What follows belongs to an exercise in optimizing a design on an open flow for a short achievable clock period and few clock cycles; a production flow would make more cautious choices.
Where RTL was checked, it was by simulation tests only, not by an equivalence proof against the original.
Only the layout flow was run in run 3; the RTL was not checked for function there.
Power is estimated from default activity; no workload was simulated.

<file path="flow/design.v">
module PrefixAdd #(
	parameter int W = 32
) (
	input  logic [W-1:0] a,
	input  logic [W-1:0] b,
	input  logic         cin,
	output logic [W-1:0] sum
);
	assign sum = a + b + {{(W-1){1'b0}}, cin};
endmodule
module Cpu (
	input  logic        clk,
	input  logic        rst_n,
	output logic [15:0] instrAddr,
	input  logic [31:0] instrData,
	output logic        dataValid,
	output logic        dataWrite,
	output logic [15:0] dataAddr,
	output logic [31:0] dataWrData,
	input  logic        dataReady,
	input  logic [31:0] dataRdData,
	output logic        halt
);
	localparam int BTB_N = 8;    
	localparam logic [5:0] OP_ADD = 6'd1, OP_SUB = 6'd2, OP_AND = 6'd3, OP_OR = 6'd4,
		OP_XOR = 6'd5, OP_SLT = 6'd6, OP_ADDI = 6'd7, OP_LOAD = 6'd8, OP_STORE = 6'd9,
		OP_BEQ = 6'd10, OP_HALT = 6'd11;
	logic [15:0] pc;
	logic        fd_valid;
	logic [4:0]  fd_rd;
	logic [4:0]  fd_rs;
	logic [4:0]  fd_srcB;
	logic [15:0] fd_imm;
	logic        fd_isR;
	logic        fd_isMem;
	logic        fd_isLoad;
	logic        fd_isStore;
	logic        fd_isHalt;
	logic        fd_uncond;
	logic        fd_isNop;
	logic        fd_brc;
	logic        fd_usesA;
	logic        fd_usesB;
	logic        fd_we;
	logic        fd_sub;
	logic        fd_selSum;
	logic        fd_selAnd;
	logic        fd_selOr;
	logic        fd_selXor;
	logic        fd_selSlt;
	logic [15:0] fd_pc1;
	logic [15:0] fd_pcm1;
	logic [31:0] fd_regA;
	logic [31:0] fd_regB;
	logic        fd_mA;
	logic        fd_mB;
	logic        de_valid;
	logic        de_brc;
	logic        de_we;
	logic [4:0]  de_rd;
	logic        de_fa;
	logic        de_fb;
	logic        de_aSum;
	logic        de_aSumN;
	logic        de_bSum;
	logic        de_bSumN;
	logic        de_kAdd;
	logic        de_kSub;
	logic        de_kLog;
	logic        de_kSlt;
	logic        de_selAnd;
	logic        de_selOr;
	logic        de_selXor;
	logic [31:0] de_a;
	logic [31:0] de_b;
	logic [31:0] de_aAdd;
	logic [31:0] de_bAdd;
	logic        de_eqAB;
	logic [15:0] de_target;
	logic        em_we;
	logic [4:0]  em_rd;
	logic [31:0] em_sum;
	logic [31:0] em_log;
	logic        em_kAdd;
	logic        em_kSub;
	logic        em_kLog;
	logic        em_kSlt;
	logic        em_sgnDiff;
	logic        em_a31;
	logic [31:0] emFinal;
	logic        p_valid;
	logic        p_write;
	logic        p_we;
	logic [4:0]  p_rd;
	logic [15:0] p_addr;
	logic [31:0] p_wdata;
	logic        q_valid;
	logic        q_write;
	logic        q_we;
	logic [4:0]  q_rd;
	logic [15:0] q_addr;
	logic [31:0] q_wdata;
	logic        haltSeen;
	logic        halted;
	logic [31:0] regs [1:31];
	logic pDone, pBusy;
	assign pDone = p_valid && dataReady;
	assign pBusy = p_valid && !dataReady;
	assign dataValid  = p_valid;
	assign dataWrite  = p_write;
	assign dataAddr   = p_addr;
	assign dataWrData = p_wdata;
	assign halt       = halted;
	always_ff @(posedge clk) begin
		for (int i = 1; i < 32; i++) begin
			if (!rst_n)
				regs[i] <= '0;
			else if (pDone && p_we && p_rd == 5'(i))
				regs[i] <= dataRdData;
			else if (em_we && em_rd == 5'(i))
				regs[i] <= emFinal;
		end
	end
	logic [31:0] opA, opB, addA, addB, sum;
	logic        eq, redirectE;
	assign emFinal = ({32{em_kAdd}} & em_sum)
		| ({32{em_kSub}} & ~em_sum)
		| ({32{em_kLog}} & em_log)
		| {31'd0, em_kSlt && (em_sgnDiff ? em_a31 : !em_sum[31])};
	assign opA = de_fa ? emFinal : de_a;
	assign opB = de_fb ? emFinal : de_b;
	assign addA = de_aSum ? em_sum : de_aSumN ? ~em_sum : de_aAdd;
	assign addB = de_bSum ? em_sum : de_bSumN ? ~em_sum : de_bAdd;
	PrefixAdd #(.W(32)) aluAdd (.a(addA), .b(addB), .cin(1'b0), .sum(sum));
	function automatic logic eqFwd(input logic [31:0] other);
		eqFwd = (em_kAdd && (em_sum == other))
			|| (em_kSub && (~em_sum == other))
			|| (em_kLog && (em_log == other))
			|| (em_kSlt && ({31'd0, em_sgnDiff ? em_a31 : !em_sum[31]} == other));
	endfunction
	assign eq = de_fa ? eqFwd(de_b) : de_fb ? eqFwd(de_a) : de_eqAB;
	assign redirectE = de_valid && de_brc && eq;
	always_ff @(posedge clk) begin
		if (!rst_n)
			em_we <= 1'b0;
		else
			em_we <= de_valid && de_we;
	end
	always_ff @(posedge clk) begin
		em_rd      <= de_rd;
		em_sum     <= sum;
		em_log     <= ({32{de_selAnd}} & (opA & opB))
			| ({32{de_selOr}}  & (opA | opB))
			| ({32{de_selXor}} & (opA ^ opB));
		em_kAdd    <= de_kAdd;
		em_kSub    <= de_kSub;
		em_kLog    <= de_kLog;
		em_kSlt    <= de_kSlt;
		em_sgnDiff <= opA[31] ^ opB[31];
		em_a31     <= opA[31];
	end
	logic [31:0] rdA, rdB, immExt;
	logic [15:0] targetD, addrReg, addrEm, memAddr;
	logic        pA, pB, pendA, pendB, pendW, eA, eB, qA, qB, qW, qFull;
	logic        stallD, redirectD, issueMem, toE;
	assign immExt = {{16{fd_imm[15]}}, fd_imm};
	PrefixAdd #(.W(16)) targetAdd (.a(fd_pc1), .b(fd_imm), .cin(1'b0), .sum(targetD));
	assign pA  = pDone && p_we && p_rd == fd_rs;
	assign pB  = pDone && p_we && p_rd == fd_srcB;
	assign rdA = pA ? dataRdData : fd_mA ? emFinal : fd_regA;
	assign rdB = pB ? dataRdData : fd_mB ? emFinal : fd_regB;
	PrefixAdd #(.W(16)) aguReg (.a(fd_regA[15:0]), .b(fd_imm), .cin(1'b0), .sum(addrReg));
	logic [15:0] addrSum, addrSumN, addrLog;
	PrefixAdd #(.W(16)) aguSum  (.a(em_sum[15:0]),  .b(fd_imm), .cin(1'b0), .sum(addrSum));
	PrefixAdd #(.W(16)) aguSumN (.a(~em_sum[15:0]), .b(fd_imm), .cin(1'b0), .sum(addrSumN));
	PrefixAdd #(.W(16)) aguLog  (.a(em_log[15:0]),  .b(fd_imm), .cin(1'b0), .sum(addrLog));
	assign addrEm = em_kAdd ? addrSum : em_kSub ? addrSumN : addrLog;
	assign memAddr = fd_mA ? addrEm : addrReg;
	assign pendA = p_valid && p_we && p_rd == fd_rs;
	assign pendB = p_valid && p_we && p_rd == fd_srcB;
	assign pendW = p_valid && p_we && p_rd == fd_rd;
	assign qA    = q_valid && q_we && q_rd == fd_rs;
	assign qB    = q_valid && q_we && q_rd == fd_srcB;
	assign qW    = q_valid && q_we && q_rd == fd_rd;
	assign qFull = q_valid && !dataReady;
	assign eA    = de_valid && de_we && de_rd == fd_rs;
	assign eB    = de_valid && de_we && de_rd == fd_srcB;
	always_comb begin
		stallD = 1'b0;
		if (fd_valid) begin
			if (fd_isMem)
				stallD = qFull || (fd_usesA && (pendA || qA || eA || (fd_mA && em_kSlt)))
					|| (fd_usesB && ((pendB && !dataReady) || qB || eB));
			else if (fd_isHalt)
				stallD = pBusy || q_valid;
			else
				stallD = (fd_usesA && qA) || (fd_usesB && qB) || (fd_we && qW)
					|| ((fd_selSum || fd_selSlt) && ((fd_usesA && eA) || (fd_isR && eB))
						&& !(de_kAdd || de_kSub))
					|| (!dataReady && ((fd_usesA && pendA) || (fd_usesB && pendB) || (fd_we && pendW)));
		end
	end
	assign redirectD = fd_valid && fd_uncond;
	assign issueMem  = fd_valid && fd_isMem && !stallD && !redirectE && !halted;
	assign toE       = fd_valid && !fd_isMem && !stallD && !redirectE && !fd_uncond && !fd_isHalt
		&& !halted;
	always_ff @(posedge clk) begin
		if (!rst_n) begin
			de_valid <= 1'b0;
			de_brc   <= 1'b0;
			de_we    <= 1'b0;
		end else begin
			de_valid <= toE;
			de_brc   <= toE && fd_brc;
			de_we    <= toE && fd_we;
		end
	end
	always_ff @(posedge clk) begin
		de_rd     <= fd_rd;
		de_fa     <= eA;
		de_fb     <= eB;
		de_aSum   <= eA && ((de_kAdd && !fd_sub) || (de_kSub && fd_sub));
		de_aSumN  <= eA && ((de_kAdd && fd_sub) || (de_kSub && !fd_sub));
		de_bSum   <= eB && fd_isR && de_kAdd;
		de_bSumN  <= eB && fd_isR && de_kSub;
		de_kAdd   <= fd_selSum && !fd_sub;
		de_kSub   <= fd_selSum && fd_sub;
		de_kLog   <= fd_selAnd || fd_selOr || fd_selXor;
		de_kSlt   <= fd_selSlt;
		de_selAnd <= fd_selAnd;
		de_selOr  <= fd_selOr;
		de_selXor <= fd_selXor;
		de_a      <= rdA;
		de_b      <= rdB;
		de_aAdd   <= fd_sub ? ~rdA : rdA;
		de_bAdd   <= fd_isR ? rdB : immExt;
		de_eqAB   <= (rdA == rdB);
		de_target <= targetD;
	end
	logic qLoad;
	assign qLoad = fd_valid && fd_isMem && !stallD && (pBusy || q_valid);
	always_ff @(posedge clk) begin
		if (!rst_n) begin
			p_valid <= 1'b0;
			p_write <= 1'b0;
			p_we    <= 1'b0;
		end else if (!pBusy) begin
			p_valid <= q_valid || issueMem;
			p_write <= q_valid ? q_write : issueMem && fd_isStore;
			p_we    <= q_valid ? q_we : issueMem && fd_isLoad && fd_rd != 5'd0;
		end
	end
	always_ff @(posedge clk) begin
		if (!pBusy) begin
			p_rd    <= q_valid ? q_rd : fd_rd;
			p_addr  <= q_valid ? q_addr : memAddr;
			p_wdata <= q_valid ? q_wdata : rdB;
		end
	end
	always_ff @(posedge clk) begin
		if (!rst_n) begin
			q_valid <= 1'b0;
			q_we    <= 1'b0;
		end else if (issueMem && (pBusy || q_valid)) begin
			q_valid <= 1'b1;
			q_we    <= fd_isLoad && fd_rd != 5'd0;
		end else if (!pBusy) begin
			q_valid <= 1'b0;
			q_we    <= 1'b0;
		end
	end
	always_ff @(posedge clk) begin
		if (qLoad) begin
			q_write <= fd_isStore;
			q_rd    <= fd_rd;
			q_addr  <= memAddr;
			q_wdata <= rdB;
		end
	end
	always_ff @(posedge clk) begin
		if (!rst_n)
			halted <= 1'b0;
		else if (fd_valid && fd_isHalt && !pBusy && !q_valid && !redirectE)
			halted <= 1'b1;
	end
	logic [5:0]  opF;
	logic [4:0]  rdF, rsF, rtF, srcBF;
	logic        isRF, isAddiF, isLoadF, isStoreF, isBeqF, isHaltF, uncondF, brcF;
	logic [31:1] selAF, selBF;
	logic [15:0] pcInc, pcDec;
	assign instrAddr = pc;
	assign opF      = instrData[31:26];
	assign rdF      = instrData[25:21];
	assign rsF      = instrData[20:16];
	assign rtF      = instrData[15:11];
	assign isRF     = (opF >= OP_ADD) && (opF <= OP_SLT);
	assign isAddiF  = (opF == OP_ADDI);
	assign isLoadF  = (opF == OP_LOAD);
	assign isStoreF = (opF == OP_STORE);
	assign isBeqF   = (opF == OP_BEQ);
	assign isHaltF  = (opF == OP_HALT);
	assign uncondF  = isBeqF && (rdF == rsF);
	assign brcF     = isBeqF && (rdF != rsF);
	assign srcBF    = isRF ? rtF : rdF;
	always_comb begin
		for (int i = 1; i < 32; i++) begin
			selAF[i] = (rsF == 5'(i));
			selBF[i] = (srcBF == 5'(i));
		end
	end
	logic [31:0] regAF, regBF, readAF, readBF;
	always_comb begin
		regAF = '0;
		regBF = '0;
		for (int i = 1; i < 32; i++) begin
			regAF = regAF | ({32{selAF[i]}} & regs[i]);
			regBF = regBF | ({32{selBF[i]}} & regs[i]);
		end
	end
	assign readAF = (pDone && p_we && p_rd == rsF) ? dataRdData
		: (em_we && em_rd == rsF) ? emFinal : regAF;
	assign readBF = (pDone && p_we && p_rd == srcBF) ? dataRdData
		: (em_we && em_rd == srcBF) ? emFinal : regBF;
	PrefixAdd #(.W(16)) pcIncAdd (.a(pc), .b(16'd0),    .cin(1'b1), .sum(pcInc));
	PrefixAdd #(.W(16)) pcDecAdd (.a(pc), .b(16'hffff), .cin(1'b0), .sum(pcDec));
	logic             btbHit;
	logic [15:0]      btbTarget;
	logic [BTB_N-1:0] btbV;
	logic [15:0]      btbTag [BTB_N];
	logic [15:0]      btbTgt [BTB_N];
	logic [2:0]       btbPtr;
	logic             btbKnown;
	logic             tr_valid;
	logic [15:0]      tr_tag;
	logic [15:0]      tr_tgt;
	logic             bw_valid;
	logic [15:0]      bw_tag;
	logic [15:0]      bw_tgt;
	always_comb begin
		btbHit    = 1'b0;
		btbTarget = '0;
		btbKnown  = 1'b0;
		for (int i = 0; i < BTB_N; i++) begin
			if (btbV[i] && btbTag[i] == pc) begin
				btbHit    = 1'b1;
				btbTarget = btbTarget | btbTgt[i];
			end
			if (btbV[i] && btbTag[i] == tr_tag)
				btbKnown = 1'b1;
		end
	end
	always_ff @(posedge clk) begin
		if (!rst_n) begin
			btbV   <= '0;
			btbPtr <= '0;
		end else if (bw_valid) begin
			btbV[btbPtr] <= 1'b1;
			btbPtr       <= btbPtr + 1'b1;
		end
	end
	always_ff @(posedge clk) begin
		if (bw_valid) begin
			btbTag[btbPtr] <= bw_tag;
			btbTgt[btbPtr] <= bw_tgt;
		end
	end
	always_ff @(posedge clk) begin
		if (!rst_n)
			bw_valid <= 1'b0;
		else
			bw_valid <= tr_valid && !btbKnown;
		bw_tag <= tr_tag;
		bw_tgt <= tr_tgt;
	end
	always_ff @(posedge clk) begin
		if (!rst_n)
			tr_valid <= 1'b0;
		else
			tr_valid <= fd_valid && (fd_uncond || fd_isNop);
	end
	always_ff @(posedge clk) begin
		tr_tag <= fd_pcm1;
		tr_tgt <= fd_uncond ? targetD : fd_pc1;
	end
	logic fdHold, fdKill, dHold;
	assign dHold  = halted || stallD;
	assign fdHold = halted || (!redirectE && stallD);
	assign fdKill = redirectE || redirectD || haltSeen || (fd_valid && fd_isHalt);
	always_ff @(posedge clk) begin
		if (!rst_n) begin
			pc       <= '0;
			fd_valid <= 1'b0;
			haltSeen <= 1'b0;
		end else if (!fdHold) begin
			fd_valid <= !fdKill;
			if (fd_valid && fd_isHalt && !redirectE)
				haltSeen <= 1'b1;
			if (redirectE)
				pc <= de_target;
			else if (redirectD)
				pc <= targetD;
			else if (!fdKill)
				pc <= btbHit ? btbTarget : pcInc;
		end
	end
	always_ff @(posedge clk) begin
		if (!dHold) begin
			fd_rd      <= rdF;
			fd_rs      <= rsF;
			fd_srcB    <= srcBF;
			fd_imm     <= instrData[15:0];
			fd_isR     <= isRF;
			fd_isMem   <= isLoadF || isStoreF;
			fd_isLoad  <= isLoadF;
			fd_isStore <= isStoreF;
			fd_isHalt  <= isHaltF;
			fd_uncond  <= uncondF;
			fd_isNop   <= (opF == 6'd0) || (opF > OP_HALT);
			fd_brc     <= brcF;
			fd_usesA   <= isRF || isAddiF || isLoadF || isStoreF || brcF;
			fd_usesB   <= isRF || isStoreF || brcF;
			fd_we      <= (isRF || isAddiF || isLoadF) && (rdF != 5'd0);
			fd_sub     <= (opF == OP_SUB) || (opF == OP_SLT);
			fd_selSum  <= (opF == OP_ADD) || (opF == OP_SUB) || isAddiF;
			fd_selAnd  <= (opF == OP_AND);
			fd_selOr   <= (opF == OP_OR);
			fd_selXor  <= (opF == OP_XOR);
			fd_selSlt  <= (opF == OP_SLT);
			fd_pc1     <= pcInc;
			fd_pcm1    <= pcDec;
		end
	end
	always_ff @(posedge clk) begin
		fd_regA <= dHold ? rdA : readAF;
		fd_regB <= dHold ? rdB : readBF;
		fd_mA   <= de_valid && de_we && de_rd == (dHold ? fd_rs : rsF);
		fd_mB   <= de_valid && de_we && de_rd == (dHold ? fd_srcB : srcBF);
	end
endmodule
module CpuTop (
	input  logic        clk,
	input  logic        rst_n,
	output logic [15:0] instrAddr,
	input  logic [31:0] instrData,
	output logic        dataValid,
	output logic        dataWrite,
	output logic [15:0] dataAddr,
	output logic [31:0] dataWrData,
	input  logic        dataReady,
	input  logic [31:0] dataRdData,
	output logic        halt
);
	Cpu Cpu_i (
		.clk        (clk),
		.rst_n      (rst_n),
		.instrAddr  (instrAddr),
		.instrData  (instrData),
		.dataValid  (dataValid),
		.dataWrite  (dataWrite),
		.dataAddr   (dataAddr),
		.dataWrData (dataWrData),
		.dataReady  (dataReady),
		.dataRdData (dataRdData),
		.halt       (halt)
	);
endmodule
</file>
<file path="flow/constraint.sdc">
create_clock -name core_clock -period 6.5 [get_ports {clk}]
set_input_delay 1.3000 -clock core_clock [delete_from_list [all_inputs] [get_ports {clk}]]
set_output_delay 1.3000 -clock core_clock [all_outputs]
set_load 0.01 [all_outputs]
</file>
<file path="flow/run.sh">
#!/bin/bash
# synth_recipe.tcl (not shown) runs the flow's synth.tcl, then flattens the netlist and writes it again
# the make line also repeats each setting of config.mk as NAME=value (left out here)
make -C /OpenROAD-flow-scripts/flow DESIGN_CONFIG=/design/flow/config.mk WORK_HOME=/design/flow/orfs CLKGATE_MAP_FILE= SYNTH_SCRIPT=/design/flow/synth_recipe.tcl finish
</file>
<file path="flow/config.mk">
export PLATFORM = sky130hd
export DESIGN_NAME = CpuTop
export DESIGN_NICKNAME = CpuTop
export VERILOG_FILES = /design/flow/design.v
export SDC_FILE = /design/flow/constraint.sdc
export NUM_CORES = 4
export LEC_CHECK = 0
export ABC_AREA = 1
export ABC_CLOCK_PERIOD_IN_PS = 2500
export CAP_MARGIN = 20
export CELL_PAD_IN_SITES_DETAIL_PLACEMENT = 1
export CELL_PAD_IN_SITES_GLOBAL_PLACEMENT = 2
export CORE_MARGIN = 2
export CORE_UTILIZATION = 25
export PLACE_DENSITY = 0.45
export SETUP_SLACK_MARGIN = 3.5
export SLEW_MARGIN = 20
</file>
==> notes.md, run 1 <==
worst-path cell with the longest stage delay: nor3_4
kind of critical path: input port to flop
Hold WC Path Type: flop to flop
Final period util: 0.538
DRC viols: 0
pins over their slew limit: 0
synth warn: 2
P_leak: 59.4 nW
Worst Path Max Fanout: 7
Post-CTS Hold Fix Bufs: 0
CP cell instances: buf_8, nor2_4, nand2_4, a21oi_4, buf_12, buf_12, nand3b_1, nand2_4, nand2_8, buf_12, buf_8, nor3_4, buf_6, buf_12, buf_12, nand2_4, o211ai_1, nor2_1, nand3_1, nand2_1, nand2_1, nand2_1, nand2_1
Post-DP HPWL: 700000 microns
grt total ovfl: 0
Max Cap Violations: 0
Flop pwr share: 0.359
Max VDD drop: 247 uV
cell repeated most along the worst path: buf_12
Switching Fraction: 0.367
Worst Setup SP: instrData[30]
Via density: 6.37
Die Span X: 654 microns
internal power: 0.0244 W
Max Buffers Root-to-Sink: 4
Net Count, Synth: 15.6k
largest registers: Cpu_i.regs: 992 flops, Cpu_i.btbTag: 128 flops, Cpu_i.btbTgt: 128 flops
Cells after Synth: 15.4k
max incr delay on CP: 270 ps
Sw Pwr: 0.0141 W
height of the die: 654 microns
area grow syn2layout: 37.7%
cell area power density: 265 nW/um^2
Top FF cell, synth: dfxtp_1
initial antenna violation count: 228
clk sink count: 1843
Slew headroom: 0.118
1st-pass router iterations: 7
hold wc startpoint: Cpu_i.tr_tgt[12]$_DFF_P_
H-tree depth: 5
drt wl/cell: 48.4 microns
worst endpoint required time: 7420 ps
share of total power in combinational logic: 0.243
row cnt: 238
clk latency of the worst-skew pair: 1000 ps
Port Buf Inserts: 133
Clock transition at path regs: 60 ps
clock skew: 64.1 ps
initial drt markers: 20.9k
Syn Area/Cell: 6.87 sq um
Final min period: 3500 ps
Mapped Area: 106000 sq um
core area: 420000 sq um
status: no timing/DRC/antenna violations
CTS root buf: clkbuf_16
first-pass GRT wire length: 1360000 microns
Top reg by flops: Cpu_i.regs
Final setup viols: 0
fmax: 0.286 GHz
TritonCTS clock tree: built
GRT Util Overall: 0.482
CP startpoint kind: input port
Synth cell types: 64
TNS Setup: 0 ps
routed via count: 142k
vias in the first global route: 130k
most frequent cells in the layout: nand2_1 (3481), inv_1 (1357), dfxtp_1 (1324), o21ai_0 (1259), nor2_1 (1057)
Routed Wire Length: 1080000 microns
ys async rst share: 0
crit path buf inv count: 8
worst path arrival time: 4420 ps
Nets: 16.5k
final antenna-violating net count: 0
Top Ports: 134
final hold viol count: 0
most common cell after layout, fill and taps aside: nand2_1
delay-heaviest family, CP: simple AND/OR/NAND/NOR gates
max reg flops: 992
RSZ-0062 raised after global routing: yes
total CTS buffers: 262
Placer Congestion: 1.03
Worst R2R Start: Cpu_i.fd_srcB[1]$_DFF_P_
number of flops mapped to enable cells by yosys: 432
worst slew pin tran: 1320 ps
Synth Register Bits: 1843
largest net degree at the start of global routing: 140
Clk network pwr share: 0.398
CP Capture Type: flop
layout cells sized above 1: 0.206
sequential-to-total area share from yosys stat: 0.391
Die ar.: 427000 sq um
hold slack: 325 ps
Initial Util: 0.251
[repair_timing]
action / in CTS / in global routing
buffers inserted: 600 / 246
endpoints found under the setup margin: 1552 / 673
pin swaps: 387 / 342
gates cloned: 67 / 21
gates resized for setup: 1787 / 802
[cells in the mapped netlist (261+ instances only)]
| library cell | count | area (sq um) |
|---|---|---|
| nand3_1 | 1180 | 5910 |
| nand2_1 | 3765 | 14100 |
| o211ai_1 | 261 | 1960 |
| clkbuf_1 | 964 | 3620 |
| a31oi_1 | 291 | 1820 |
| dfxtp_1 | 1411 | 28200 |
| o21ai_0 | 1418 | 7100 |
| nor2_1 | 1294 | 4860 |
| edfxtp_1 | 432 | 13000 |
| nor3_1 | 277 | 1390 |
| inv_1 | 1463 | 5490 |
| a21oi_1 | 709 | 3550 |
[final cells by class]
cell class	instances	area, sq um
Clock inverter	80	987
Clock buffer	376	7590
Timing Repair Buffer	1830	21500
Multi-Input combinational cell	10800	59800
Antenna cell	211	528
Fill cell	50000	275000
Timing Repair inverter	3	32.5
Tap cell	5640	7060
Inverter	1543	6400
Sequential cell	1843	41400
[power groups by stage]
stage / combinational (W) / clock (W) / sequential (W)
floorplan: 0.00367 / 0 / 0.0132
global placement: 0.00681 / 0 / 0.0141
detailed placement: 0.00686 / 0 / 0.0141
CTS: 0.00830 / 0.0154 / 0.0138
global route: 0.00948 / 0.0158 / 0.0139
finish: 0.00934 / 0.0153 / 0.0138
[logic make-up (layout without fill, tap and decap cells)]
| group | count (synthesis) | after routing | share of synthesized area |
|---|---|---|---|
| simple gates | 6859 | 6870 | 0.271 |
| compound gates | 3530 | 3530 | 0.200 |
| buf+inv | 2738 | 3832 | 0.100 |
| flops | 1843 | 1843 | 0.391 |
| xor+xnor | 263 | 263 | 0.0218 |
| fa+ha+maj | 135 | 135 | 0.0162 |
| mux | 2 | 2 | 0.000202 |
| other cells | 0 | 211 | 0 |
[final timing paths]
path / endpoint / depth (start not counted) / slack [ps]
setup / recovery: Cpu_i.fd_regB[15]$_DFF_P_ / 23 / 3000
hold / removal: Cpu_i.bw_tgt[12]$_DFF_P_ / 0 / 320
setup reg to reg: Cpu_i.fd_regB[26]$_DFF_P_ / 14 / 3280
hold reg to reg: Cpu_i.bw_tgt[12]$_DFF_P_ / 0 / 320
[routing by layer]
metal	vias up	wire [microns]	GRT usage
li1	54000	-	-
met1	71500	400000	0.564
met2	12000	438000	0.689
met3	4543	126000	0.180
met4	64	115000	0.415
met5	-	1170	0.0115
[metrics by stage]
stage / area (sq um) / setup WS (ps) / instances / utilization / total power (W)
after CTS: 139000 / 3280 / 21800 / 0.331 / 0.0375
after global routing: 145000 / 3050 / 22200 / 0.345 / 0.0392
after floorplan: 106000 / 2440 / 15400 / - / 0.0169
after detailed placement: 117000 / 406 / 20700 / 0.278 / 0.0209
final: 145000 / 3000 / 22300 / 0.346 / 0.0385
after global placement: 117000 / 454 / 20700 / 0.278 / 0.0209
Testbench counts, summed over its fixed seeds: cycles 47,216.
==> inputs of run 2 (changes only) <==
--- a/flow/design.v
+++ b/flow/design.v
@@ -286,7 +286,7 @@
 	logic [5:0]  opF;
 	logic [4:0]  rdF, rsF, rtF, srcBF;
 	logic        isRF, isAddiF, isLoadF, isStoreF, isBeqF, isHaltF, uncondF, brcF;
-	logic [31:1] selAF, selBF;
+	logic [31:1] selAF, selTF, selDF;
 	logic [15:0] pcInc, pcDec;
 	assign instrAddr = pc;
 	assign opF      = instrData[31:26];
@@ -305,22 +305,28 @@
 	always_comb begin
 		for (int i = 1; i < 32; i++) begin
 			selAF[i] = (rsF == 5'(i));
-			selBF[i] = (srcBF == 5'(i));
+			selTF[i] = (rtF == 5'(i));
+			selDF[i] = (rdF == 5'(i));
 		end
 	end
-	logic [31:0] regAF, regBF, readAF, readBF;
+	logic [31:0] regAF, regTF, regDF, readAF, readTF, readDF, readBF;
 	always_comb begin
 		regAF = '0;
-		regBF = '0;
+		regTF = '0;
+		regDF = '0;
 		for (int i = 1; i < 32; i++) begin
 			regAF = regAF | ({32{selAF[i]}} & regs[i]);
-			regBF = regBF | ({32{selBF[i]}} & regs[i]);
+			regTF = regTF | ({32{selTF[i]}} & regs[i]);
+			regDF = regDF | ({32{selDF[i]}} & regs[i]);
 		end
 	end
 	assign readAF = (pDone && p_we && p_rd == rsF) ? dataRdData
 		: (em_we && em_rd == rsF) ? emFinal : regAF;
-	assign readBF = (pDone && p_we && p_rd == srcBF) ? dataRdData
-		: (em_we && em_rd == srcBF) ? emFinal : regBF;
+	assign readTF = (pDone && p_we && p_rd == rtF) ? dataRdData
+		: (em_we && em_rd == rtF) ? emFinal : regTF;
+	assign readDF = (pDone && p_we && p_rd == rdF) ? dataRdData
+		: (em_we && em_rd == rdF) ? emFinal : regDF;
+	assign readBF = isRF ? readTF : readDF;
 	PrefixAdd #(.W(16)) pcIncAdd (.a(pc), .b(16'd0),    .cin(1'b1), .sum(pcInc));
 	PrefixAdd #(.W(16)) pcDecAdd (.a(pc), .b(16'hffff), .cin(1'b0), .sum(pcDec));
 	logic             btbHit;
==> flow/config.mk (replaced) <==
export PLATFORM = sky130hd
export DESIGN_NAME = CpuTop
export DESIGN_NICKNAME = CpuTop
export VERILOG_FILES = /design/flow/design.v
export SDC_FILE = /design/flow/constraint.sdc
export NUM_CORES = 4
export LEC_CHECK = 0
export ABC_AREA = 1
export ABC_CLOCK_PERIOD_IN_PS = 2500
export CAP_MARGIN = 20
export CELL_PAD_IN_SITES_GLOBAL_PLACEMENT = 1
export CORE_MARGIN = 2
export CORE_UTILIZATION = 20
export PLACE_DENSITY = 0.35
export SETUP_SLACK_MARGIN = 3.5
export SLEW_MARGIN = 20
==> notes.md, run 2 <==
TNS Setup: 0 ps (unchanged)
initial drt markers: 24.7k (was 20.9k)
Net Count, Synth: 16.3k (was 15.6k)
kind of critical path: input port to flop (unchanged)
pins over their slew limit: 0 (unchanged)
total power draw: 0.0406 W (was 0.0385 W)
Max Cap Violations: 0 (unchanged)
clk sink count: 1843 (unchanged)
drt wl/cell: 50.7 microns (was 48.4 microns)
total CTS buffers: 275 (was 262)
Die ar.: 559000 sq um (was 427000 sq um)
initial antenna violation count: 245 (was 228)
Adder-Cell Fraction of Synth Area: 0.0154 (was 0.0162)
Slew headroom: 0.0685 (was 0.118)
hold slack: 326 ps (was 325 ps)
worst slew pin tran: 1390 ps (was 1320 ps)
area leader, netlist: dfxtp_1 (unchanged)
Synth Register Bits: 1843 (unchanged)
most common cell after layout, fill and taps aside: nand2_1 (unchanged)
Final setup viols: 0 (unchanged)
area grow syn2layout: 36.6% (was 37.7%)
number of flops mapped to enable cells by yosys: 432 (unchanged)
Mapped Area: 111000 sq um (was 106000 sq um)
worst endpoint required time: 7380 ps (was 7420 ps)
main combinational cell family by area after synthesis: compound AO/OA/AOI/OAI gates (was simple AND/OR/NAND/NOR gates)
RSZ-0062 raised after global routing: yes (unchanged)
final antenna-violating net count: 2 (was 0)
max incr delay on CP: 390 ps (was 270 ps)
Clk network pwr share: 0.404 (was 0.398)
GRT Util Overall: 0.422 (was 0.482)
worst path arrival time: 4160 ps (was 4420 ps)
worst-path cell with the longest stage delay: nor4_2 (was nor3_4)
P_leak: 63.2 nW (was 59.4 nW)
largest net degree at the start of global routing: 155 (was 140)
H-tree depth: 5 (unchanged)
Worst Setup SP: instrData[21] (was instrData[30])
synth warn: 2 (unchanged)
sequential-to-total area share from yosys stat: 0.372 (was 0.391)
area share of the leading cell type in the synthesized netlist: 0.255 (was 0.268)
CTS root buf: clkbuf_16 (unchanged)
final hold viol count: 0 (unchanged)
status: finished with violations (was no timing/DRC/antenna violations)
Post-synth top cells: nand2_1 (2855), inv_1 (2615), o21ai_0 (1585), o22ai_1 (1512), dfxtp_1 (1411) (was nand2_1 (3765), inv_1 (1463), o21ai_0 (1418), dfxtp_1 (1411), nor2_1 (1294))
1st-pass router iterations: 9 (was 7)
final std cells w/o fill: 24.8k (was 22.3k)
row cnt: 273 (was 238)
first-pass GRT wire length: 1530000 microns (was 1360000 microns)
Die Span X: 748 microns (was 654 microns)
core area: 552000 sq um (was 420000 sq um)
Max VDD drop: 200 uV (was 247 uV)
Flop pwr share: 0.346 (was 0.359)
Via density: 6.00 (was 6.37)
DRC viols: 0 (unchanged)
Top Ports: 134 (unchanged)
share of total power in combinational logic: 0.249 (was 0.243)
Top FF cell, synth: dfxtp_1 (unchanged)
cell area power density: 269 nW/um^2 (was 265 nW/um^2)
Switching Fraction: 0.382 (was 0.367)
Final min period: 3280 ps (was 3500 ps)
ys async rst share: 0 (unchanged)
Placer Congestion: 1.04 (was 1.03)
vias in the first global route: 130k (about the same)
Max Buffers Root-to-Sink: 4 (unchanged)
Worst Path Max Fanout: 10 (was 7)
hold wc startpoint: Cpu_i.tr_tgt[7]$_DFF_P_ (was Cpu_i.tr_tgt[12]$_DFF_P_)
Clock transition at path regs: 60 ps (about the same)
CP Capture Type: flop (unchanged)
largest cells by area after synthesis: dfxtp_1 (26%), edfxtp_1 (12%), nand2_1 (9.7%) (was dfxtp_1 (27%), nand2_1 (13%), edfxtp_1 (12%))
dpl cells: 23.2k (was 20.7k)
Port Buf Inserts: 133 (unchanged)
Hold WC Path Type: flop to flop (unchanged)
grt total ovfl: 0 (unchanged)
routed via count: 148k (was 142k)
TritonCTS clock tree: built (unchanged)
Cells after Synth: 16.1k (was 15.4k)
Syn Area/Cell: 6.87 sq um (about the same)
CP cell instances: clkbuf_4, buf_6, inv_1, nand2_4, nor2_4, nand2_4, buf_12, buf_6, o22ai_1, nor4_2, nand4_1, nand2_1, nand2_1, nand3_4, o21ai_0 (was buf_8, nor2_4, nand2_4, a21oi_4, buf_12, buf_12, nand3b_1, nand2_4, nand2_8, buf_12, buf_8, nor3_4, buf_6, buf_12, buf_12, nand2_4, o211ai_1, nor2_1, nand3_1, nand2_1, nand2_1, nand2_1, nand2_1)
fmax: 0.305 GHz (was 0.286 GHz)
Synth Area in Compound Gates: 0.241 (was 0.200)
Initial Util: 0.200 (was 0.251)
layout cells sized above 1: 0.185 (was 0.206)
most frequent cell after synthesis: nand2_1 (unchanged)
Post-DP HPWL: 824000 microns (was 700000 microns)
clk latency of the worst-skew pair: 1030 ps (was 1000 ps)
internal power: 0.0251 W (was 0.0244 W)
Sw Pwr: 0.0155 W (was 0.0141 W)
Routed Wire Length: 1260000 microns (was 1080000 microns)
Fail Reasons: antenna rules
Top reg by flops: Cpu_i.regs (unchanged)
simple-gate share of the synthesized area: 0.209 (was 0.271)
clock skew: 81.3 ps (was 64.1 ps)
Post-Synth XOR/XNOR Area: 0.0247 (was 0.0218)
height of the die: 748 microns (was 654 microns)
most frequent cells in the layout: nand2_1 (2693), inv_1 (2477), o22ai_1 (1507), o21ai_0 (1486), dfxtp_1 (1338) (was nand2_1 (3481), inv_1 (1357), dfxtp_1 (1324), o21ai_0 (1259), nor2_1 (1057))
Worst R2R Start: Cpu_i.em_rd[4]$_DFF_P_ (was Cpu_i.fd_srcB[1]$_DFF_P_)
largest registers: Cpu_i.regs: 992 flops, Cpu_i.btbTag: 128 flops, Cpu_i.btbTgt: 128 flops (unchanged)
Final period util: 0.504 (was 0.538)
Synth cell types: 63 (was 64)
Nets: 17.2k (was 16.5k)
max reg flops: 992 (unchanged)
post-synthesis mux area share: 0.000181 (was 0.000202)
CP startpoint kind: input port (unchanged)
[run 2: cell types whose count changed after synthesis, sizes merged, moves of 206 or more]
cell	before	now
a21oi	710	387
a22oi	21	227
a31oi	291	22
inv	1495	2668
nand2	3770	2869
nand3	1180	302
o21ai	1459	1736
o22ai	156	1512
[run 2: cell type report]
| type | count | area [sq um] |
|---|---|---|
| repair buffers | 1760 | 20600 |
| clock buffers | 402 | 8040 |
| repair inverters | 3 | 23.8 |
| well taps | 7287 | 9120 |
| diodes | 233 | 583 |
| flip-flops and latches | 1843 | 41400 |
| fillers | 61100 | 401000 |
| multi-input cells | 10400 | 59200 |
| inverters | 2719 | 11000 |
| clock inverters | 94 | 1230 |
[run 2: power by group through the flow]
stage / sequential [W] / combinational (W) / clock [W]
final: 0.0141 / 0.0101 / 0.0164
after global routing: 0.0141 / 0.0103 / 0.0169
after CTS: 0.0141 / 0.00927 / 0.0166
after detailed placement: 0.0143 / 0.00796 / 0
after global placement: 0.0144 / 0.00801 / 0
after floorplan: 0.0132 / 0.00413 / 0
[run 2: final timing paths]
| path | slack (ps) | endpoint | depth (start not counted) |
|---|---|---|---|
| setup reg to reg | 3390 | Cpu_i.regs[26][25]$_SDFFE_PN0P_ | 10 |
| hold reg to reg | 330 | Cpu_i.bw_tgt[7]$_DFF_P_ | 0 |
| hold / removal | 330 | Cpu_i.bw_tgt[7]$_DFF_P_ | 0 |
| setup / recovery | 3220 | Cpu_i.fd_regB[10]$_DFF_P_ | 15 |
[run 2: logic make-up (layout without fill, tap and decap cells)]
group	Yosys count	after routing
other	0	233
AND/OR/NAND/NOR	5493	5503
multiplexers	2	2
flip-flops	1843	1843
XOR/XNOR	312	312
adder cells (fa/ha/maj)	134	134
buffers and inverters	3869	4978
AO/OA/AOI/OAI	4459	4459
[run 2: worst max-delay path: cells and delay by family]
family                 cells  cell delay, ps
AND/OR/NAND/NOR            8            1630
buffers and inverters      5             870
AO/OA/AOI/OAI              2             280
[run 2: through the flow]
stage	util	worst slack, ps	instance area (sq um)
finish	0.274	3220	151000
global route	0.273	3280	151000
CTS	0.261	3190	144000
detailed placement	0.226	896	125000
global placement	0.226	376	125000
floorplan	-	2510	111000
[run 2: repair_timing]
action / CTS / global route
hold buffers: 0 / 0
setup endpoints to repair: 1550 / 715
cloned: 33 / 33
buffers inserted: 473 / 307
pin swaps: 154 / 216
gates resized for setup: 1476 / 747
[run 2: metal layers]
layer	wire length (microns)	GRT usage	up-vias
li1	-	-	56600
met1	480000	0.508	74100
met4	121000	0.321	78
met5	2170	0.0184	-
met3	144000	0.158	4623
met2	508000	0.606	13000
Testbench counts of run 2, summed over its fixed seeds: cycles 47,216.
==> inputs of run 3 (changes only) <==
--- a/flow/design.v
+++ b/flow/design.v
@@ -8,7 +8,9 @@
 );
 	assign sum = a + b + {{(W-1){1'b0}}, cin};
 endmodule
-module Cpu (
+module Cpu #(
+	parameter int BTB_N = 16
+) (
 	input  logic        clk,
 	input  logic        rst_n,
 	output logic [15:0] instrAddr,
@@ -21,7 +23,6 @@
 	input  logic [31:0] dataRdData,
 	output logic        halt
 );
-	localparam int BTB_N = 8;    
 	localparam logic [5:0] OP_ADD = 6'd1, OP_SUB = 6'd2, OP_AND = 6'd3, OP_OR = 6'd4,
 		OP_XOR = 6'd5, OP_SLT = 6'd6, OP_ADDI = 6'd7, OP_LOAD = 6'd8, OP_STORE = 6'd9,
 		OP_BEQ = 6'd10, OP_HALT = 6'd11;
@@ -132,13 +133,7 @@
 	assign addA = de_aSum ? em_sum : de_aSumN ? ~em_sum : de_aAdd;
 	assign addB = de_bSum ? em_sum : de_bSumN ? ~em_sum : de_bAdd;
 	PrefixAdd #(.W(32)) aluAdd (.a(addA), .b(addB), .cin(1'b0), .sum(sum));
-	function automatic logic eqFwd(input logic [31:0] other);
-		eqFwd = (em_kAdd && (em_sum == other))
-			|| (em_kSub && (~em_sum == other))
-			|| (em_kLog && (em_log == other))
-			|| (em_kSlt && ({31'd0, em_sgnDiff ? em_a31 : !em_sum[31]} == other));
-	endfunction
-	assign eq = de_fa ? eqFwd(de_b) : de_fb ? eqFwd(de_a) : de_eqAB;
+	assign eq = de_fa ? (emFinal == de_b) : de_fb ? (de_a == emFinal) : de_eqAB;
 	assign redirectE = de_valid && de_brc && eq;
 	always_ff @(posedge clk) begin
 		if (!rst_n)
@@ -170,11 +165,7 @@
 	assign rdA = pA ? dataRdData : fd_mA ? emFinal : fd_regA;
 	assign rdB = pB ? dataRdData : fd_mB ? emFinal : fd_regB;
 	PrefixAdd #(.W(16)) aguReg (.a(fd_regA[15:0]), .b(fd_imm), .cin(1'b0), .sum(addrReg));
-	logic [15:0] addrSum, addrSumN, addrLog;
-	PrefixAdd #(.W(16)) aguSum  (.a(em_sum[15:0]),  .b(fd_imm), .cin(1'b0), .sum(addrSum));
-	PrefixAdd #(.W(16)) aguSumN (.a(~em_sum[15:0]), .b(fd_imm), .cin(1'b0), .sum(addrSumN));
-	PrefixAdd #(.W(16)) aguLog  (.a(em_log[15:0]),  .b(fd_imm), .cin(1'b0), .sum(addrLog));
-	assign addrEm = em_kAdd ? addrSum : em_kSub ? addrSumN : addrLog;
+	PrefixAdd #(.W(16)) aguEm  (.a(emFinal[15:0]),  .b(fd_imm), .cin(1'b0), .sum(addrEm));
 	assign memAddr = fd_mA ? addrEm : addrReg;
 	assign pendA = p_valid && p_we && p_rd == fd_rs;
 	assign pendB = p_valid && p_we && p_rd == fd_srcB;
@@ -189,7 +180,7 @@
 		stallD = 1'b0;
 		if (fd_valid) begin
 			if (fd_isMem)
-				stallD = qFull || (fd_usesA && (pendA || qA || eA || (fd_mA && em_kSlt)))
+				stallD = qFull || (fd_usesA && (pendA || qA || eA))
 					|| (fd_usesB && ((pendB && !dataReady) || qB || eB));
 			else if (fd_isHalt)
 				stallD = pBusy || q_valid;
@@ -334,7 +325,7 @@
 	logic [BTB_N-1:0] btbV;
 	logic [15:0]      btbTag [BTB_N];
 	logic [15:0]      btbTgt [BTB_N];
-	logic [2:0]       btbPtr;
+	logic [$clog2(BTB_N)-1:0] btbPtr;
 	logic             btbKnown;
 	logic             tr_valid;
 	logic [15:0]      tr_tag;
--- a/flow/config.mk
+++ b/flow/config.mk
@@ -8,9 +8,8 @@
 export ABC_AREA = 1
 export ABC_CLOCK_PERIOD_IN_PS = 2500
 export CAP_MARGIN = 20
-export CELL_PAD_IN_SITES_GLOBAL_PLACEMENT = 1
 export CORE_MARGIN = 2
-export CORE_UTILIZATION = 20
-export PLACE_DENSITY = 0.35
-export SETUP_SLACK_MARGIN = 3.5
+export CORE_UTILIZATION = 30
+export PLACE_DENSITY = 0.5
+export SETUP_SLACK_MARGIN = 4.0
 export SLEW_MARGIN = 20
==> notes.md, run 3 <==
Die Span X: 643 microns (was 748 microns)
grt total ovfl: 4
row cnt: 234 (was 273)
Placer Congestion: 1.13 (was 1.04)
GRT Util Overall: 0.643
H-tree depth: 5 (unchanged)
Mapped Area: 122000 sq um (was 111000 sq um)
most frequent cell after synthesis: nand2_1 (unchanged)
status: stopped before the end (was finished with violations)
Tool Error: [ERROR GRT-0232] Routing congestion too high. Check the congestion heatmap in the GUI.
largest cells by area after synthesis: dfxtp_1 (23%), edfxtp_1 (17%), nand2_1 (8.9%) (was dfxtp_1 (26%), edfxtp_1 (12%), nand2_1 (9.7%))
synth warn: 2 (unchanged)
Post-CTS Hold Fix Bufs: 0 (unchanged)
Initial Util: 0.301 (was 0.200)
Net Count, Synth: 17.0k (was 16.3k)
Max Buffers Root-to-Sink: 4 (unchanged)
Port Buf Inserts: 133 (unchanged)
total CTS buffers: 280 (was 275)
sequential-to-total area share from yosys stat: 0.401 (was 0.372)
Post-synth top cells: nand2_1 (2890), inv_1 (2277), o21ai_0 (1817), dfxtp_1 (1420), o22ai_1 (1016) (was nand2_1 (2855), inv_1 (2615), o21ai_0 (1585), o22ai_1 (1512), dfxtp_1 (1411))
clk sink count: 2108 (was 1843)
Synth Register Bits: 2108 (was 1843)
Post-DP HPWL: 759000 microns (was 824000 microns)
height of the die: 643 microns (was 748 microns)
number of flops mapped to enable cells by yosys: 688 (was 432)
area share of the leading cell type in the synthesized netlist: 0.232 (was 0.255)
Top FF cell, synth: dfxtp_1 (unchanged)
area leader, netlist: dfxtp_1 (unchanged)
CTS root buf: clkbuf_16 (unchanged)
dpl cell area: 134000 sq um (was 125000 sq um)
setup slack at placement: 1110 ps (was 896 ps)
Synth cell types: 67 (was 63)
ys async rst share: 0 (unchanged)
Exit stage: global routing
Cells after Synth: 16.7k (was 16.1k)
Top Ports: 134 (unchanged)
largest net degree at the start of global routing: 131
Syn Area/Cell: 7.31 sq um (was 6.87 sq um)
[run 3: cell types whose count changed after synthesis, moves of 293 or more]
| cell | delta |
|---|---|
| o221ai_1 | +376 |
| a211oi_1 | +293 |
| inv_1 | -338 |
| o22ai_1 | -496 |
| a21oi_1 | +428 |
| nor2_1 | -399 |
[run 3: power by group through the flow]
stage	Sequential [W]	Clock, W	Combinational, W
after floorplan	0.0155	0	0.00430
after global placement	0.0162	0	0.00854
after detailed placement	0.0162	0	0.00852
after CTS	0.0160	0.0164	0.0112
[run 3: routing by layer]
| layer | global-route usage | GRT overflow |
|---|---|---|
| met1 | 0.642 | 0 |
| met4 | 0.655 | 0 |
| met2 | 0.785 | 4 |
| met3 | 0.495 | 0 |
| met5 | 0.305 | 0 |
[run 3: kinds of logic after synthesis]
kind of cell             synth area share
adder cells (fa/ha/maj)            0.0141
AND/OR/NAND/NOR                     0.188
XOR/XNOR                           0.0228
buffers and inverters               0.118
AO/OA/AOI/OAI                       0.256
flip-flops                          0.401
[run 3: worst max-delay path by stage]
stage / startpoint / endpoint / slack, ps / cells past startpoint
after floorplan: dataReady / Cpu_i.q_addr[0]$_DFFE_PP_ / 3040 / 10
after global placement: dataReady / Cpu_i.fd_regB[1]$_DFF_P_ / 1040 / 7
after detailed placement: instrData[19] / Cpu_i.fd_regA[9]$_DFF_P_ / 1110 / 13
after CTS: Cpu_i.em_kSub$_DFF_P_ / Cpu_i.p_addr[15]$_DFFE_PN_ / 3250 / 17
[run 3: timing repair]
| action | 4_1_cts |
|---|---|
| setup buffers | 1009 |
| gates resized for setup | 2818 |
| pin swaps | 413 |
| setup endpoints to repair | 1572 |
| cloned | 157 |
[run 3: metrics by stage]
stage	instances	power (W)
2_1_floorplan	16700	0.0198
3_3_place_gp	21800	0.0248
3_5_place_dp	21800	0.0248
4_1_cts	23500	0.0435
==> inputs of run 4 (changes only) <==
--- a/flow/design.v
+++ b/flow/design.v
@@ -8,9 +8,7 @@
 );
 	assign sum = a + b + {{(W-1){1'b0}}, cin};
 endmodule
-module Cpu #(
-	parameter int BTB_N = 16
-) (
+module Cpu (
 	input  logic        clk,
 	input  logic        rst_n,
 	output logic [15:0] instrAddr,
@@ -23,6 +21,7 @@
 	input  logic [31:0] dataRdData,
 	output logic        halt
 );
+	localparam int BTB_N = 8;    
 	localparam logic [5:0] OP_ADD = 6'd1, OP_SUB = 6'd2, OP_AND = 6'd3, OP_OR = 6'd4,
 		OP_XOR = 6'd5, OP_SLT = 6'd6, OP_ADDI = 6'd7, OP_LOAD = 6'd8, OP_STORE = 6'd9,
 		OP_BEQ = 6'd10, OP_HALT = 6'd11;
@@ -76,10 +75,10 @@
 	logic [31:0] de_b;
 	logic [31:0] de_aAdd;
 	logic [31:0] de_bAdd;
-	logic        de_eqAB;
 	logic [15:0] de_target;
 	logic        em_we;
 	logic [4:0]  em_rd;
+	logic [31:1] em_wOH;
 	logic [31:0] em_sum;
 	logic [31:0] em_log;
 	logic        em_kAdd;
@@ -93,12 +92,14 @@
 	logic        p_write;
 	logic        p_we;
 	logic [4:0]  p_rd;
+	logic [31:1] p_wOH;
 	logic [15:0] p_addr;
 	logic [31:0] p_wdata;
 	logic        q_valid;
 	logic        q_write;
 	logic        q_we;
 	logic [4:0]  q_rd;
+	logic [31:1] q_wOH;
 	logic [15:0] q_addr;
 	logic [31:0] q_wdata;
 	logic        haltSeen;
@@ -112,14 +113,23 @@
 	assign dataAddr   = p_addr;
 	assign dataWrData = p_wdata;
 	assign halt       = halted;
+	logic [31:0] regsNext [1:31];
+	always_comb begin
+		for (int i = 1; i < 32; i++) begin
+			if (p_valid && dataReady && p_wOH[i])
+				regsNext[i] = dataRdData;
+			else if (em_wOH[i])
+				regsNext[i] = emFinal;
+			else
+				regsNext[i] = regs[i];
+		end
+	end
 	always_ff @(posedge clk) begin
 		for (int i = 1; i < 32; i++) begin
 			if (!rst_n)
 				regs[i] <= '0;
-			else if (pDone && p_we && p_rd == 5'(i))
-				regs[i] <= dataRdData;
-			else if (em_we && em_rd == 5'(i))
-				regs[i] <= emFinal;
+			else
+				regs[i] <= regsNext[i];
 		end
 	end
 	logic [31:0] opA, opB, addA, addB, sum;
@@ -133,7 +143,13 @@
 	assign addA = de_aSum ? em_sum : de_aSumN ? ~em_sum : de_aAdd;
 	assign addB = de_bSum ? em_sum : de_bSumN ? ~em_sum : de_bAdd;
 	PrefixAdd #(.W(32)) aluAdd (.a(addA), .b(addB), .cin(1'b0), .sum(sum));
-	assign eq = de_fa ? (emFinal == de_b) : de_fb ? (de_a == emFinal) : de_eqAB;
+	function automatic logic eqFwd(input logic [31:0] other);
+		eqFwd = (em_kAdd && (em_sum == other))
+			|| (em_kSub && (~em_sum == other))
+			|| (em_kLog && (em_log == other))
+			|| (em_kSlt && ({31'd0, em_sgnDiff ? em_a31 : !em_sum[31]} == other));
+	endfunction
+	assign eq = de_fa ? eqFwd(de_b) : de_fb ? eqFwd(de_a) : (de_a == de_b);
 	assign redirectE = de_valid && de_brc && eq;
 	always_ff @(posedge clk) begin
 		if (!rst_n)
@@ -143,6 +159,8 @@
 	end
 	always_ff @(posedge clk) begin
 		em_rd      <= de_rd;
+		for (int i = 1; i < 32; i++)
+			em_wOH[i] <= de_valid && de_we && de_rd == 5'(i);
 		em_sum     <= sum;
 		em_log     <= ({32{de_selAnd}} & (opA & opB))
 			| ({32{de_selOr}}  & (opA | opB))
@@ -165,7 +183,11 @@
 	assign rdA = pA ? dataRdData : fd_mA ? emFinal : fd_regA;
 	assign rdB = pB ? dataRdData : fd_mB ? emFinal : fd_regB;
 	PrefixAdd #(.W(16)) aguReg (.a(fd_regA[15:0]), .b(fd_imm), .cin(1'b0), .sum(addrReg));
-	PrefixAdd #(.W(16)) aguEm  (.a(emFinal[15:0]),  .b(fd_imm), .cin(1'b0), .sum(addrEm));
+	logic [15:0] addrSum, addrSumN, addrLog;
+	PrefixAdd #(.W(16)) aguSum  (.a(em_sum[15:0]),  .b(fd_imm), .cin(1'b0), .sum(addrSum));
+	PrefixAdd #(.W(16)) aguSumN (.a(~em_sum[15:0]), .b(fd_imm), .cin(1'b0), .sum(addrSumN));
+	PrefixAdd #(.W(16)) aguLog  (.a(em_log[15:0]),  .b(fd_imm), .cin(1'b0), .sum(addrLog));
+	assign addrEm = em_kAdd ? addrSum : em_kSub ? addrSumN : addrLog;
 	assign memAddr = fd_mA ? addrEm : addrReg;
 	assign pendA = p_valid && p_we && p_rd == fd_rs;
 	assign pendB = p_valid && p_we && p_rd == fd_srcB;
@@ -180,7 +202,7 @@
 		stallD = 1'b0;
 		if (fd_valid) begin
 			if (fd_isMem)
-				stallD = qFull || (fd_usesA && (pendA || qA || eA))
+				stallD = qFull || (fd_usesA && (pendA || qA || eA || (fd_mA && em_kSlt)))
 					|| (fd_usesB && ((pendB && !dataReady) || qB || eB));
 			else if (fd_isHalt)
 				stallD = pBusy || q_valid;
@@ -225,7 +247,6 @@
 		de_b      <= rdB;
 		de_aAdd   <= fd_sub ? ~rdA : rdA;
 		de_bAdd   <= fd_isR ? rdB : immExt;
-		de_eqAB   <= (rdA == rdB);
 		de_target <= targetD;
 	end
 	logic qLoad;
@@ -244,6 +265,8 @@
 	always_ff @(posedge clk) begin
 		if (!pBusy) begin
 			p_rd    <= q_valid ? q_rd : fd_rd;
+			for (int i = 1; i < 32; i++)
+				p_wOH[i] <= q_valid ? q_wOH[i] : fd_isLoad && fd_rd == 5'(i);
 			p_addr  <= q_valid ? q_addr : memAddr;
 			p_wdata <= q_valid ? q_wdata : rdB;
 		end
@@ -264,6 +287,8 @@
 		if (qLoad) begin
 			q_write <= fd_isStore;
 			q_rd    <= fd_rd;
+			for (int i = 1; i < 32; i++)
+				q_wOH[i] <= fd_isLoad && fd_rd == 5'(i);
 			q_addr  <= memAddr;
 			q_wdata <= rdB;
 		end
@@ -300,24 +325,19 @@
 			selDF[i] = (rdF == 5'(i));
 		end
 	end
-	logic [31:0] regAF, regTF, regDF, readAF, readTF, readDF, readBF;
+	logic [31:0] regAF, regTF, regDF, readAF, readBF;
 	always_comb begin
 		regAF = '0;
 		regTF = '0;
 		regDF = '0;
 		for (int i = 1; i < 32; i++) begin
-			regAF = regAF | ({32{selAF[i]}} & regs[i]);
-			regTF = regTF | ({32{selTF[i]}} & regs[i]);
-			regDF = regDF | ({32{selDF[i]}} & regs[i]);
+			regAF = regAF | ({32{selAF[i]}} & regsNext[i]);
+			regTF = regTF | ({32{selTF[i]}} & regsNext[i]);
+			regDF = regDF | ({32{selDF[i]}} & regsNext[i]);
 		end
 	end
-	assign readAF = (pDone && p_we && p_rd == rsF) ? dataRdData
-		: (em_we && em_rd == rsF) ? emFinal : regAF;
-	assign readTF = (pDone && p_we && p_rd == rtF) ? dataRdData
-		: (em_we && em_rd == rtF) ? emFinal : regTF;
-	assign readDF = (pDone && p_we && p_rd == rdF) ? dataRdData
-		: (em_we && em_rd == rdF) ? emFinal : regDF;
-	assign readBF = isRF ? readTF : readDF;
+	assign readAF = regAF;
+	assign readBF = isRF ? regTF : regDF;
 	PrefixAdd #(.W(16)) pcIncAdd (.a(pc), .b(16'd0),    .cin(1'b1), .sum(pcInc));
 	PrefixAdd #(.W(16)) pcDecAdd (.a(pc), .b(16'hffff), .cin(1'b0), .sum(pcDec));
 	logic             btbHit;
@@ -325,7 +345,7 @@
 	logic [BTB_N-1:0] btbV;
 	logic [15:0]      btbTag [BTB_N];
 	logic [15:0]      btbTgt [BTB_N];
-	logic [$clog2(BTB_N)-1:0] btbPtr;
+	logic [2:0]       btbPtr;
 	logic             btbKnown;
 	logic             tr_valid;
 	logic [15:0]      tr_tag;
--- a/flow/config.mk
+++ b/flow/config.mk
@@ -8,8 +8,9 @@
 export ABC_AREA = 1
 export ABC_CLOCK_PERIOD_IN_PS = 2500
 export CAP_MARGIN = 20
+export CELL_PAD_IN_SITES_GLOBAL_PLACEMENT = 1
 export CORE_MARGIN = 2
-export CORE_UTILIZATION = 30
-export PLACE_DENSITY = 0.5
-export SETUP_SLACK_MARGIN = 4.0
+export CORE_UTILIZATION = 20
+export PLACE_DENSITY = 0.35
+export SETUP_SLACK_MARGIN = 3.5
 export SLEW_MARGIN = 20
==> notes.md, run 4 <==
clk latency of the worst-skew pair: 1050 ps
ys async rst share: 0 (unchanged)
post-route core utilization: 0.267
fillers: 59.9k
Hold WC Path Type: flop to flop
largest cells by area after synthesis: dfxtp_1 (26%), edfxtp_1 (14%), nand2_1 (13%) (was dfxtp_1 (23%), edfxtp_1 (17%), nand2_1 (8.9%))
Post-Synth XOR/XNOR Area: 0.0230 (was 0.0228)
vias in the first global route: 120k
Final period util: 0.511
Placer Congestion: 0.943 (was 1.13)
Die ar.: 548000 sq um
most common cell after layout, fill and taps aside: nand2_1
Final setup viols: 0
worst slew pin tran: 1320 ps
P_leak: 56.8 nW
layout cells sized above 1: 0.187
Routed Wire Length: 1080000 microns
clock skew: 87.7 ps
sequential-to-total area share from yosys stat: 0.402 (was 0.401)
Clock transition at path regs: 60 ps
Slew headroom: 0.121
DRC viols: 0
Syn Area/Cell: 6.98 sq um (was 7.31 sq um)
Synth cell types: 65 (was 67)
Levels on crit path: 13
post-synthesis mux area share: 0.000935 (was 0)
most frequent cells in the layout: nand2_1 (3680), nor2_1 (1939), o22ai_1 (1464), dfxtp_1 (1319), nand3_1 (1202)
Nets: 16.1k
Top Ports: 134 (unchanged)
Port Buf Inserts: 133 (unchanged)
hold slack: 316 ps
area of the multi-input gates: 61700 sq um
GRT Util Overall: 0.364
Post-synth top cells: nand2_1 (3755), nor2_1 (2017), o22ai_1 (1468), dfxtp_1 (1435), nand3_1 (1270) (was nand2_1 (2890), inv_1 (2277), o21ai_0 (1817), dfxtp_1 (1420), o22ai_1 (1016))
worst-path cell with the longest stage delay: nand4_1
worst endpoint required time: 7410 ps
Max Cap Violations: 0
RSZ-0062 raised after global routing: yes
Top reg by flops: Cpu_i.regs
final hold viol count: 0
Die Span X: 740 microns (was 643 microns)
grt total ovfl: 0
height of the die: 740 microns (was 643 microns)
Worst Path Max Fanout: 11
area leader, netlist: dfxtp_1 (unchanged)
CTS root buf: clkbuf_16 (unchanged)
Register Area: 43800 sq um
TNS Setup: 0 ps
largest registers: Cpu_i.regs: 992 flops, Cpu_i.btbTag: 128 flops, Cpu_i.btbTgt: 128 flops
max incr delay on CP: 470 ps
number of flops mapped to enable cells by yosys: 494 (was 688)
most frequent cell after synthesis: nand2_1 (unchanged)
cell area power density: 275 nW/um^2
Final min period: 3320 ps
simple-gate share of the synthesized area: 0.301 (was 0.188)
CP Capture Type: flop
Via density: 5.80
area share of the leading cell type in the synthesized netlist: 0.265 (was 0.232)
pins over their slew limit: 0
CP cell instances: clkdlybuf4s15_2, inv_1, nor2_4, nand2_1, nor2_1, bufinv_8, buf_12, o22ai_1, nor4_1, nand4_1, buf_4, nand2_4, nand2_1
drt wl/cell: 46.1 microns
Top FF cell, synth: dfxtp_1 (unchanged)
delay-heaviest family, CP: buffers and inverters
Net Count, Synth: 15.7k (was 17.0k)
routed via count: 136k
CP startpoint kind: input port
1st-pass router iterations: 7
fmax: 0.301 GHz
final antenna-violating net count: 0
crit path buf inv count: 5
area grow syn2layout: 32.8%
Synth Register Bits: 1929 (was 2108)
largest net degree at the start of global routing: 148
Max Buffers Root-to-Sink: 4 (unchanged)
initial antenna violation count: 198
row cnt: 270 (was 234)
synth warn: 3 (was 2)
core area: 541000 sq um
Post-DP HPWL: 642000 microns (was 759000 microns)
main combinational cell family by area after synthesis: simple AND/OR/NAND/NOR gates (was compound AO/OA/AOI/OAI gates)
total CTS buffers: 285 (was 280)
TritonCTS clock tree: built
kind of critical path: input port to flop
worst path arrival time: 4230 ps
Mapped Area: 108000 sq um (was 122000 sq um)
status: no timing/DRC/antenna violations (was stopped before the end)
first-pass GRT wire length: 1320000 microns
max reg flops: 992
cell repeated most along the worst path: nand2_1
Max VDD drop: 184 uV
Initial Util: 0.201 (was 0.301)
initial drt markers: 20.5k
hold path depth: 0
clk sink count: 1929 (was 2108)
Synth Area in Compound Gates: 0.179 (was 0.256)
Adder-Cell Fraction of Synth Area: 0.0157 (was 0.0141)
H-tree depth: 5 (unchanged)
Cells after Synth: 15.5k (was 16.7k)
worst reg2reg path depth: 11
-- run 4: cell count changes after synthesis, moves of 167 or more --
cell / change
edfxtp_1: -194
inv_1: -1512
nor3_1: -569
a21oi_1: -659
o221ai_1: -595
clkbuf_1: -167
nand3_1: +940
o21ai_0: -1093
nor2_1: +1089
o22ai_1: +452
nand2_1: +865
o21ai_1: +811
a211oi_1: -367
-- run 4: cells by family after synthesis --
family | after synthesis
compound gates | 3410
xor+xnor | 284
fa+ha+maj | 134
buf+inv | 2044
flops | 1929
mux | 9
simple gates | 7730
-- run 4: through the flow --
| stage | total power [W] | cell area, sq um | worst slack (ps) | instances |
|---|---|---|---|---|
| 2_1_floorplan | 0.0178 | 109000 | 2210 | 15500 |
| 3_3_place_gp | 0.0218 | 120000 | 554 | 22200 |
| 3_5_place_dp | 0.0217 | 120000 | 540 | 22200 |
| 4_1_cts | 0.0392 | 137000 | 3290 | 23100 |
| 5_1_grt | 0.0405 | 144000 | 3240 | 23400 |
| 6_report | 0.0395 | 144000 | 3180 | 23500 |
-- run 4: worst reg2reg max path: stages (launching register included) --
cell and delay [ps]:
dfxtp_4 580, inv_4 240, buf_4 460, nand2_1 170, nand3_1 210, o21ai_4 180
o22ai_1 110, nor4_1 250, nand4_1 470, buf_4 350, nand2_4 100, nand2_1 50
-- run 4: cell type report --
| class | instances | share of cell area |
|---|---|---|
| Clock inverter | 98 | 0.00757 |
| Inverter | 796 | 0.0275 |
| Timing Repair Buffer | 1344 | 0.109 |
| Tap cell | 7208 | 0.0626 |
| Clock buffer | 409 | 0.0575 |
| Sequential cell | 1929 | 0.304 |
| Antenna cell | 124 | 0.00215 |
| Timing Repair inverter | 5 | 0.000599 |
| Multi-Input combinational cell | 11600 | 0.429 |
-- run 4: path summary, 6_finish.rpt --
| path | start | end | slack, ps |
|---|---|---|---|
| setup / recovery | instrData[17] | Cpu_i.fd_regA[1]$_DFF_P_ | 3180 |
| hold / removal | Cpu_i.tr_tgt[11]$_DFF_P_ | Cpu_i.bw_tgt[11]$_DFF_P_ | 320 |
| setup reg to reg | Cpu_i.em_wOH[16]$_DFF_P_ | Cpu_i.fd_regA[1]$_DFF_P_ | 3220 |
| hold reg to reg | Cpu_i.tr_tgt[11]$_DFF_P_ | Cpu_i.bw_tgt[11]$_DFF_P_ | 320 |
-- run 4: repair_timing --
item,CTS,global route
hold buffers,0,0
gates cloned,31,49
setup endpoints to repair,1361,251
pin swaps,103,149
gates resized for setup,1264,738
buffers inserted,336,226
-- run 4: layer usage --
metal,vias to the layer above,global-route usage,part of all wire
met1,68000,0.464,0.40
met5,-,0.00681,0.00066
met2,10400,0.535,0.41
met4,54,0.214,0.079
met3,3475,0.114,0.11
li1,54500,-,-
-- run 4: power breakdown --
group	switching [W]	leakage, nW	internal [W]	total (W)
logic	0.00606	35.7	0.00234	0.00840
registers	0.00121	16.5	0.0133	0.0146
clock network	0.00704	4.56	0.00955	0.0166
total	0.0143	56.8	0.0252	0.0395
Testbench counts of run 4, summed over its fixed seeds: cycles 47,216.
==> inputs of run 5 (changes only) <==
--- a/flow/config.mk
+++ b/flow/config.mk
@@ -12,5 +12,5 @@
 export CORE_MARGIN = 2
 export CORE_UTILIZATION = 20
 export PLACE_DENSITY = 0.35
-export SETUP_SLACK_MARGIN = 3.5
+export SETUP_SLACK_MARGIN = 3.8
 export SLEW_MARGIN = 20
==> notes.md, run 5 <==
clk latency of the worst-skew pair: 1050 ps (about the same)
synth warn: 3 (unchanged)
Final min period: 3150 ps (was 3320 ps)
drt wl/cell: 46.8 microns (was 46.1 microns)
Placer Congestion: 0.949 (was 0.943)
Hold WC Path Type: flop to flop (unchanged)
max reg flops: 992 (unchanged)
height of the die: 740 microns (unchanged)
number of flops mapped to enable cells by yosys: 494 (unchanged)
CTS root buf: clkbuf_16 (unchanged)
hold path depth: 0 (unchanged)
status: finished with violations (was no timing/DRC/antenna violations)
Max Cap Violations: 1 (was 0)
worst reg2reg path depth: 18 (was 11)
Routed Wire Length: 1140000 microns (was 1080000 microns)
area leader, netlist: dfxtp_1 (unchanged)
share of total power in combinational logic: 0.241 (was 0.212)
row cnt: 270 (unchanged)
Fail Reasons: capacitance limit, slew limit
CP startpoint kind: flop (was input port)
kind of critical path: flop to flop (was input port to flop)
Die ar.: 548000 sq um (unchanged)
TritonCTS clock tree: built (unchanged)
ys async rst share: 0 (unchanged)
Top Ports: 134 (unchanged)
Nets: 16.9k (was 16.1k)
clock skew: 96.6 ps (was 87.7 ps)
clk sink count: 1929 (unchanged)
sequential-to-total area share from yosys stat: 0.402 (unchanged)
1st-pass router iterations: 11 (was 7)
Post-synth top cells: nand2_1 (3755), nor2_1 (2017), o22ai_1 (1468), dfxtp_1 (1435), nand3_1 (1270) (unchanged)
pins over their slew limit: 34 (was 0)
final hold viol count: 0 (unchanged)
Top FF cell, synth: dfxtp_1 (unchanged)
## run 5: cell types whose count changed in the layout (fill, tap and decap cells not counted), sizes merged, moves of 7 or more
| cell | before | now |
|---|---|---|
| buf | 1224 | 1989 |
| diode | 124 | 184 |
| clkdlybuf4s15 | 36 | 2 |
| clkinv | 132 | 153 |
| clkbuf | 451 | 461 |
| bufbuf | 6 | 13 |
| bufinv | 39 | 32 |
| clkdlybuf4s50 | 21 | 14 |
| dlygate4sd2 | 13 | 6 |
## run 5: power groups by stage
| stage | logic (W) | registers, W | clock network (W) |
|---|---|---|---|
| finish | 0.00978 | 0.0146 | 0.0162 |
| global route | 0.0100 | 0.0147 | 0.0168 |
| CTS | 0.00846 | 0.0146 | 0.0164 |
| detailed placement | 0.00690 | 0.0149 | 0 |
| global placement | 0.00695 | 0.0149 | 0 |
| floorplan | 0.00385 | 0.0139 | 0 |
## run 5: path summary, 6_finish.rpt
path | from | endpoint | slack (ps)
worst min-delay path | Cpu_i.de_kSlt$_DFF_P_ | Cpu_i.em_kSlt$_DFF_P_ | 280
worst max register to register | Cpu_i.em_kSub$_DFF_P_ | Cpu_i.fd_regA[27]$_DFF_P_ | 3350
worst min register to register | Cpu_i.de_kSlt$_DFF_P_ | Cpu_i.em_kSlt$_DFF_P_ | 280
worst max-delay path | Cpu_i.em_kSub$_DFF_P_ | Cpu_i.fd_regA[27]$_DFF_P_ | 3350
## run 5: layout make-up
class	instances	area, sq um
diodes	184	460
flip-flops and latches	1929	43900
multi-input cells	11600	68200
well taps	7208	9020
fillers	58600	379000
clock buffers	404	8070
clock inverters	103	1040
repair inverters	13	239
repair buffers	2085	26400
inverters	796	4020
## run 5: critical path, stage by stage, from the launching register on
cell	delay [ps]
dfxtp_4	370
buf_12	150
buf_8	130
buf_4	120
buf_6	120
buf_6	120
nand2_4	70
nand3_4	90
buf_12	170
buf_16	170
nand2_4	130
nand3_4	70
o21ai_4	120
o22ai_2	130
nor4_2	290
nand2_1	180
o21ai_4	260
buf_6	160
o21ai_1	60
## run 5: cells by family after synthesis
group / share of synthesized area
multiplexers: 0.000935
AND/OR/NAND/NOR: 0.301
XOR/XNOR: 0.0230
adder cells (fa/ha/maj): 0.0157
flip-flops: 0.402
AO/OA/AOI/OAI: 0.179
buffers and inverters: 0.0782
## run 5: through the flow
stage / util / hold slack, ps / power, W / std cells
after floorplan: - / 310 / 0.0178 / 15500
after global placement: 0.222 / 311 / 0.0218 / 22300
after detailed placement: 0.222 / 312 / 0.0217 / 22300
after CTS: 0.274 / 287 / 0.0395 / 23600
after global routing: 0.298 / 291 / 0.0415 / 24200
final: 0.298 / 285 / 0.0406 / 24300
## run 5: what timing repair did
| item | 4_1_cts | 5_1_grt |
|---|---|---|
| setup endpoints to repair | 1619 | 409 |
| buffers inserted | 719 | 470 |
| gates cloned | 90 | 63 |
| pin swaps | 258 | 569 |
| resized for setup | 2578 | 1535 |
| hold buffers | 0 | 0 |
## run 5: routing by layer
metal | GRT usage | wire [microns] | up-vias
met2 | 0.553 | 461000 | 12000
met1 | 0.473 | 439000 | 71900
met4 | 0.266 | 104000 | 63
met3 | 0.143 | 132000 | 4305
met5 | 0.00349 | 905 | -
li1 | - | - | 56100

Setup slack of run 5, layout unchanged: 3.351 ns with ideal ports, 3.291 ns with driving cells assumed (clock clkbuf_16, inputs buf_2), 2.162 ns with port delays also shifted by the 1.148 ns mid clock arrival.
